Source: an optimization exercise on an open RTL-to-GDS flow (aim: small area and a short achievable clock period). Production flows keep margins and buffers that such runs may drop. Power figures rest on the tool's default switching activity, not on a simulated workload.

==> flow/design.v <==
`default_nettype none
package intl_pkg;
    localparam int SYM_W   = 2;      
    localparam int ADDR_W  = 12;     
    localparam int POS_W   = 8;      
    localparam int LANES   = 4;      
    localparam int DEPTH   = 136;    
    localparam int STRIDE  = 7;
    localparam logic [11:0] PB_LEN_16  = 12'd64;
    localparam logic [11:0] PB_LEN_136 = 12'd544;
endpackage
`default_nettype wire
`timescale 1ns/10ps
`default_nettype none
module pb_size_decode (
    input  wire  [11:0] pb_len,
    input  wire  [11:0] waddr,
    output logic        is64,
    output logic        is544,
    output logic        lt64,
    output logic        lt544
);
    assign is64  = (pb_len == intl_pkg::PB_LEN_16);
    assign is544 = (pb_len == intl_pkg::PB_LEN_136);
    assign lt64  = (waddr < intl_pkg::PB_LEN_16);
    assign lt544 = (waddr < intl_pkg::PB_LEN_136);
endmodule
`default_nettype wire
`timescale 1ns/10ps
`default_nettype none
module symbol_banks (
    input  wire                                 clk,
    input  wire  [8:0]                          wr_hi_n,
    input  wire  [15:0]                         wr_lo_n,
    input  wire  [7:0]                          wr_row,
    input  wire  [15:0]                         sel_lo,
    input  wire  [8:0]                          sel_hi,
    output logic [7:0]                          lanes
);
    localparam int D  = intl_pkg::DEPTH;
    localparam int NG = (D + 15) / 16;
    logic [7:0] mem [0:D-1];
    for (genvar r = 0; r < D; r++) begin : g_row
        always_ff @(posedge clk) begin
            if (!wr_hi_n[r / 16] && !wr_lo_n[r % 16]) begin
                mem[r] <= wr_row;
            end
        end
    end
    for (genvar b = 0; b < 8; b++) begin : g_bit
        logic [NG-1:0] grp;
        for (genvar g = 0; g < NG; g++) begin : g_grp
            logic [15:0] t;
            for (genvar m = 0; m < 16; m++) begin : g_m
                if (g * 16 + m < D) begin : g_in
                    assign t[m] = sel_lo[m] & mem[g * 16 + m][b];
                end else begin : g_out
                    assign t[m] = 1'b0;
                end
            end
            assign grp[g] = sel_hi[g] & (|t);
        end
        assign lanes[b] = |grp;
    end
endmodule
`default_nettype wire
`timescale 1ns/10ps
`default_nettype none
module read_sequencer #(
    parameter int stride = intl_pkg::STRIDE
) (
    input  wire                         clk,
    input  wire                         n_rst,
    input  wire                         st_a,
    input  wire                         md_a,
    input  wire  [intl_pkg::POS_W-1:0]  wr_pos,
    output logic                        busy,
    output logic [intl_pkg::POS_W-1:0]  pos,
    output logic [15:0]                 sel_lo,
    output logic [8:0]                  sel_hi
);
    localparam int PW = intl_pkg::POS_W;
        logic          q16;
    logic          last;
    logic [PW-1:0] pos_sum;
    logic [PW-1:0] pos_next;
    logic [PW-1:0] pos_d;
    assign last    = q16 ? (pos[3:0] == 4'd9) : (pos == PW'(136 - stride));
    assign pos_sum = pos + PW'(stride);
    always_comb begin
        if (q16)
            pos_next = {4'd0, pos_sum[3:0]};
        else if (pos_sum >= PW'(136))
            pos_next = pos_sum - PW'(136);
        else
            pos_next = pos_sum;
    end
    always_comb begin
        if (busy)      pos_d = pos_next;
        else if (st_a) pos_d = '0;
        else           pos_d = wr_pos;
    end
    always_ff @(posedge clk or negedge n_rst) begin
        if (!n_rst) begin
            busy <= 1'b0;
        end else begin
            if (!busy) begin
                busy <= st_a;
            end else if (last) begin
                busy <= 1'b0;
            end
        end
    end
    always_ff @(posedge clk) begin
        if (!busy) begin
            q16 <= md_a;
        end
        pos <= pos_d;
        for (int i = 0; i < 16; i++) sel_lo[i] <= (pos_d[3:0] == 4'(i));
        for (int i = 0; i < 9; i++)  sel_hi[i] <= (pos_d[7:4] == 4'(i));
    end
endmodule
`default_nettype wire
`timescale 1ns/10ps
`default_nettype none
module lane_rotator (
    input  wire                             clk,
    input  wire                             n_rst,
    input  wire                             busy,
    input  wire  [intl_pkg::LANES*2-1:0]    lanes,
    output logic [1:0]                      rdata0,
    output logic [1:0]                      rdata1,
    output logic [1:0]                      rdata2,
    output logic [1:0]                      rdata3,
    output logic                            dout_vld
);
    logic                           vld_q;
    logic [intl_pkg::LANES*2-1:0]   lanes_q;
    always_ff @(posedge clk or negedge n_rst) begin
        if (!n_rst) begin
            vld_q    <= 1'b0;
            dout_vld <= 1'b0;
        end else begin
            vld_q    <= busy;
            dout_vld <= vld_q;
        end
    end
    always_ff @(posedge clk) begin
        lanes_q <= lanes;
        rdata0  <= lanes_q[1:0];
        rdata1  <= lanes_q[3:2];
        rdata2  <= lanes_q[5:4];
        rdata3  <= lanes_q[7:6];
    end
endmodule
`default_nettype wire
`timescale 1ns/10ps
`default_nettype none
module intl_top #(
    parameter int sym_w  = intl_pkg::SYM_W,
    parameter int addr_w = intl_pkg::ADDR_W,
    parameter int stride = intl_pkg::STRIDE
) (
    input  wire                 clk,
    input  wire                 n_rst,
    input  wire  [sym_w-1:0]    wdata,
    input  wire  [addr_w-1:0]   waddr,
    input  wire                 wen,
    input  wire  [addr_w-1:0]   pb_len,
    input  wire                 start,
    output logic [sym_w-1:0]    rdata0,
    output logic [sym_w-1:0]    rdata1,
    output logic [sym_w-1:0]    rdata2,
    output logic [sym_w-1:0]    rdata3,
    output logic                dout_vld
);
    localparam int PW = intl_pkg::POS_W;
    logic        is64, is544, lt64, lt544;
    pb_size_decode u_decode (
        .pb_len (pb_len),
        .waddr  (waddr),
        .is64   (is64),
        .is544  (is544),
        .lt64   (lt64),
        .lt544  (lt544)
    );
    logic        wen_a, start_a;
    logic        md_a, l544_a, lt64_a, lt544_a;
    logic [9:0]  addr_a;
    logic [1:0]  wd_a;
    logic        wv_a, st_a;
    always_ff @(posedge clk or negedge n_rst) begin
        if (!n_rst) begin
            wen_a   <= 1'b0;
            start_a <= 1'b0;
        end else begin
            wen_a   <= wen;
            start_a <= start;
        end
    end
    always_ff @(posedge clk) begin
        md_a    <= is64;
        l544_a  <= is544;
        lt64_a  <= lt64;
        lt544_a <= lt544;
        addr_a  <= waddr[9:0];
        wd_a    <= wdata;
    end
    assign wv_a = wen_a && ((md_a && lt64_a) || (l544_a && lt544_a));
    assign st_a = start_a && (md_a || l544_a);
    logic [1:0]    qb;
    logic [9:0]    base;
    logic [9:0]    off;
    logic [PW-1:0] wp;
    logic [1:0]    wl;
    always_comb begin
        if (addr_a >= 10'd408) begin
            qb = 2'd3; base = 10'd408;
        end else if (addr_a >= 10'd272) begin
            qb = 2'd2; base = 10'd272;
        end else if (addr_a >= 10'd136) begin
            qb = 2'd1; base = 10'd136;
        end else begin
            qb = 2'd0; base = 10'd0;
        end
        off = addr_a - base;
        if (md_a) begin
            qb = addr_a[5:4];
            wp = {4'd0, addr_a[3:0]};
        end else begin
            wp = off[PW-1:0];
        end
        wl = qb + wp[1:0];
    end
    logic          wv_b;
    logic [1:0]    wl_b;
    logic [1:0]    wd_b;
    always_ff @(posedge clk or negedge n_rst) begin
        if (!n_rst) wv_b <= 1'b0;
        else        wv_b <= wv_a;
    end
    always_ff @(posedge clk) begin
        wl_b <= wl;
        wd_b <= wd_a;
    end
    logic          rd_busy;
    logic [PW-1:0] row_b;
    logic [15:0]   rd_lo;
    logic [8:0]    rd_hi;
    read_sequencer #(
        .stride  (stride)
    ) u_seq (
        .clk     (clk),
        .n_rst   (n_rst),
        .st_a    (st_a),
        .md_a    (md_a),
        .wr_pos  (wp),
        .busy    (rd_busy),
        .pos     (row_b),
        .sel_lo  (rd_lo),
        .sel_hi  (rd_hi)
    );
    logic [7:0]    row_rd;       
    logic [15:0]   wlo_cn;       
    logic [8:0]    whi_cn;       
    logic [7:0]    wrow_c;
    logic          hit;
    logic [7:0]    base_row;
    logic [7:0]    new_row;
    assign hit      = (|(~whi_cn & rd_hi)) && (|(~wlo_cn & rd_lo));
    assign base_row = hit ? wrow_c : row_rd;
    always_comb begin
        new_row = base_row;
        new_row[wl_b*2 +: 2] = wd_b;
    end
    always_ff @(posedge clk) begin
        whi_cn <= wv_b ? ~rd_hi : '1;
        wlo_cn <= ~rd_lo;
        wrow_c <= new_row;
    end
    symbol_banks u_banks (
        .clk     (clk),
        .wr_hi_n (whi_cn),
        .wr_lo_n (wlo_cn),
        .wr_row  (wrow_c),
        .sel_lo  (rd_lo),
        .sel_hi  (rd_hi),
        .lanes   (row_rd)
    );
    lane_rotator u_out (
        .clk      (clk),
        .n_rst    (n_rst),
        .busy     (rd_busy),
        .lanes    (base_row),
        .rdata0   (rdata0),
        .rdata1   (rdata1),
        .rdata2   (rdata2),
        .rdata3   (rdata3),
        .dout_vld (dout_vld)
    );
endmodule
`default_nettype wire
==> flow/config.mk <==
export PLATFORM = sky130hd
export DESIGN_NAME = intl_top
export DESIGN_NICKNAME = intl_top
export VERILOG_FILES = /design/flow/design.v
export SDC_FILE = /design/flow/constraint.sdc
export NUM_CORES = 4
export LEC_CHECK = 0
export CAP_MARGIN = 20
export CORE_MARGIN = 2
export CORE_UTILIZATION = 55
export CTS_CLUSTER_DIAMETER = 150
export CTS_CLUSTER_SIZE = 28
export SLEW_MARGIN = 20
==> flow/constraint.sdc <==
create_clock -name core_clock -period 10.0 [get_ports {clk}]
set_input_delay 2.0000 -clock core_clock [delete_from_list [all_inputs] [get_ports {clk}]]
set_output_delay 2.0000 -clock core_clock [all_outputs]
set_load 0.01 [all_outputs]
standard.sh (not shown) runs the stock make flow with config.mk's settings and CLKGATE_MAP_FILE= SYNTH_SCRIPT=/design/flow/synth_recipe.tcl, a recipe that flattens the netlist after the stock synthesis.
==> flow/flow/run.sh <==
#!/bin/bash
# Standard ORFS layout, with repair_timing asked for extra setup slack so that
# the achieved period (not only the 10 ns constraint) is optimised, and the
# ports buffered with a fast buffer. Each step's log stays in orfs/logs.
set -euo pipefail
MARGIN=7.0
bash standard.sh SETUP_SLACK_MARGIN=$MARGIN TNS_END_PERCENT=20 \
    "BUFFER_PORTS_ARGS=-buffer_cell sky130_fd_sc_hd__buf_4" finish > standard.log 2>&1
Rerun with:
--- a/flow/design.v
+++ b/flow/design.v
@@ -33,8 +33,9 @@
     input  wire  [8:0]                          wr_hi_n,
     input  wire  [15:0]                         wr_lo_n,
     input  wire  [7:0]                          wr_row,
     input  wire  [15:0]                         sel_lo,
+    input  wire  [15:0]                         sel_lo_n,    
     input  wire  [8:0]                          sel_hi,
     output logic [7:0]                          lanes
 );
     localparam int D  = intl_pkg::DEPTH;
@@ -52,9 +53,9 @@
         for (genvar g = 0; g < NG; g++) begin : g_grp
             logic [15:0] t;
             for (genvar m = 0; m < 16; m++) begin : g_m
                 if (g * 16 + m < D) begin : g_in
-                    assign t[m] = sel_lo[m] & mem[g * 16 + m][b];
+                    assign t[m] = ((b < 4) ? sel_lo[m] : !sel_lo_n[m]) & mem[g * 16 + m][b];
                 end else begin : g_out
                     assign t[m] = 1'b0;
                 end
             end
@@ -76,8 +77,9 @@
     input  wire  [intl_pkg::POS_W-1:0]  wr_pos,
     output logic                        busy,
     output logic [intl_pkg::POS_W-1:0]  pos,
     output logic [15:0]                 sel_lo,
+    output logic [15:0]                 sel_lo_n,
     output logic [8:0]                  sel_hi
 );
     localparam int PW = intl_pkg::POS_W;
         logic          q16;
@@ -116,8 +118,9 @@
             q16 <= md_a;
         end
         pos <= pos_d;
         for (int i = 0; i < 16; i++) sel_lo[i] <= (pos_d[3:0] == 4'(i));
+        for (int i = 0; i < 16; i++) sel_lo_n[i] <= (pos_d[3:0] != 4'(i));
         for (int i = 0; i < 9; i++)  sel_hi[i] <= (pos_d[7:4] == 4'(i));
     end
 endmodule
 `default_nettype wire
@@ -245,8 +248,9 @@
     end
     logic          rd_busy;
     logic [PW-1:0] row_b;
     logic [15:0]   rd_lo;
+    logic [15:0]   rd_lo_n;
     logic [8:0]    rd_hi;
     read_sequencer #(
         .stride  (stride)
     ) u_seq (
@@ -257,8 +261,9 @@
         .wr_pos  (wp),
         .busy    (rd_busy),
         .pos     (row_b),
         .sel_lo  (rd_lo),
+        .sel_lo_n(rd_lo_n),
         .sel_hi  (rd_hi)
     );
     logic [7:0]    row_rd;       
     logic [15:0]   wlo_cn;       
@@ -283,8 +288,9 @@
         .wr_hi_n (whi_cn),
         .wr_lo_n (wlo_cn),
         .wr_row  (wrow_c),
         .sel_lo  (rd_lo),
+        .sel_lo_n(rd_lo_n),
         .sel_hi  (rd_hi),
         .lanes   (row_rd)
     );
     lane_rotator u_out (
Effect: Via count went up by 4.7%. Sequential cell count rose by 16. Power is higher by 32%. Final area came out higher by 3.3%. Final cell count rose by 4.6%. Worst setup slack is worse by 0.016 ns. Sequential share of layout area went down by 1.8 points. Global-route usage goes up by 1.4 points. Routed wire length rises by 5.9%. Area after synthesis came out higher by 1.6%. Non-clock buffer count rises by 39. Critical path depth fell by 7. Fmax decreases by 0.50%. Register-to-register slack stays flat.
Function was not checked in any run of this note: the RTL went through the layout flow alone.

-- static timing again, ports no longer ideal --
No port has a modelled driver above. Below, the same layouts with a new extraction and two added sets of constraints. Step 1 assumes that a clkbuf_16 drives the clock port and a buf_2 every other input. Step 2 moves the port delays by t, midway between the first and last clock arrival at a register: inputs arrive t later, outputs are due t later. That takes back most of the time a late clock gives input paths. Slacks: ideal ports / drivers / drivers and shift; pairs: ideal ports / drivers.
run | shift t [ns] | setup WS [ns] | worst hold slack (ns) | worst setup path after step 2 | worst data-port slew with drivers (ns)
the first run | 0.698 | 6.849 / 6.781 / 6.849 | 0.335 / 0.335 / 0.335 | register to register | 0.05
the second run | 0.718 | 6.833 / 6.765 / 6.861 | 0.345 / 0.345 / 0.345 | register to register | 0.04
After both steps setup and hold are still met in every run listed.
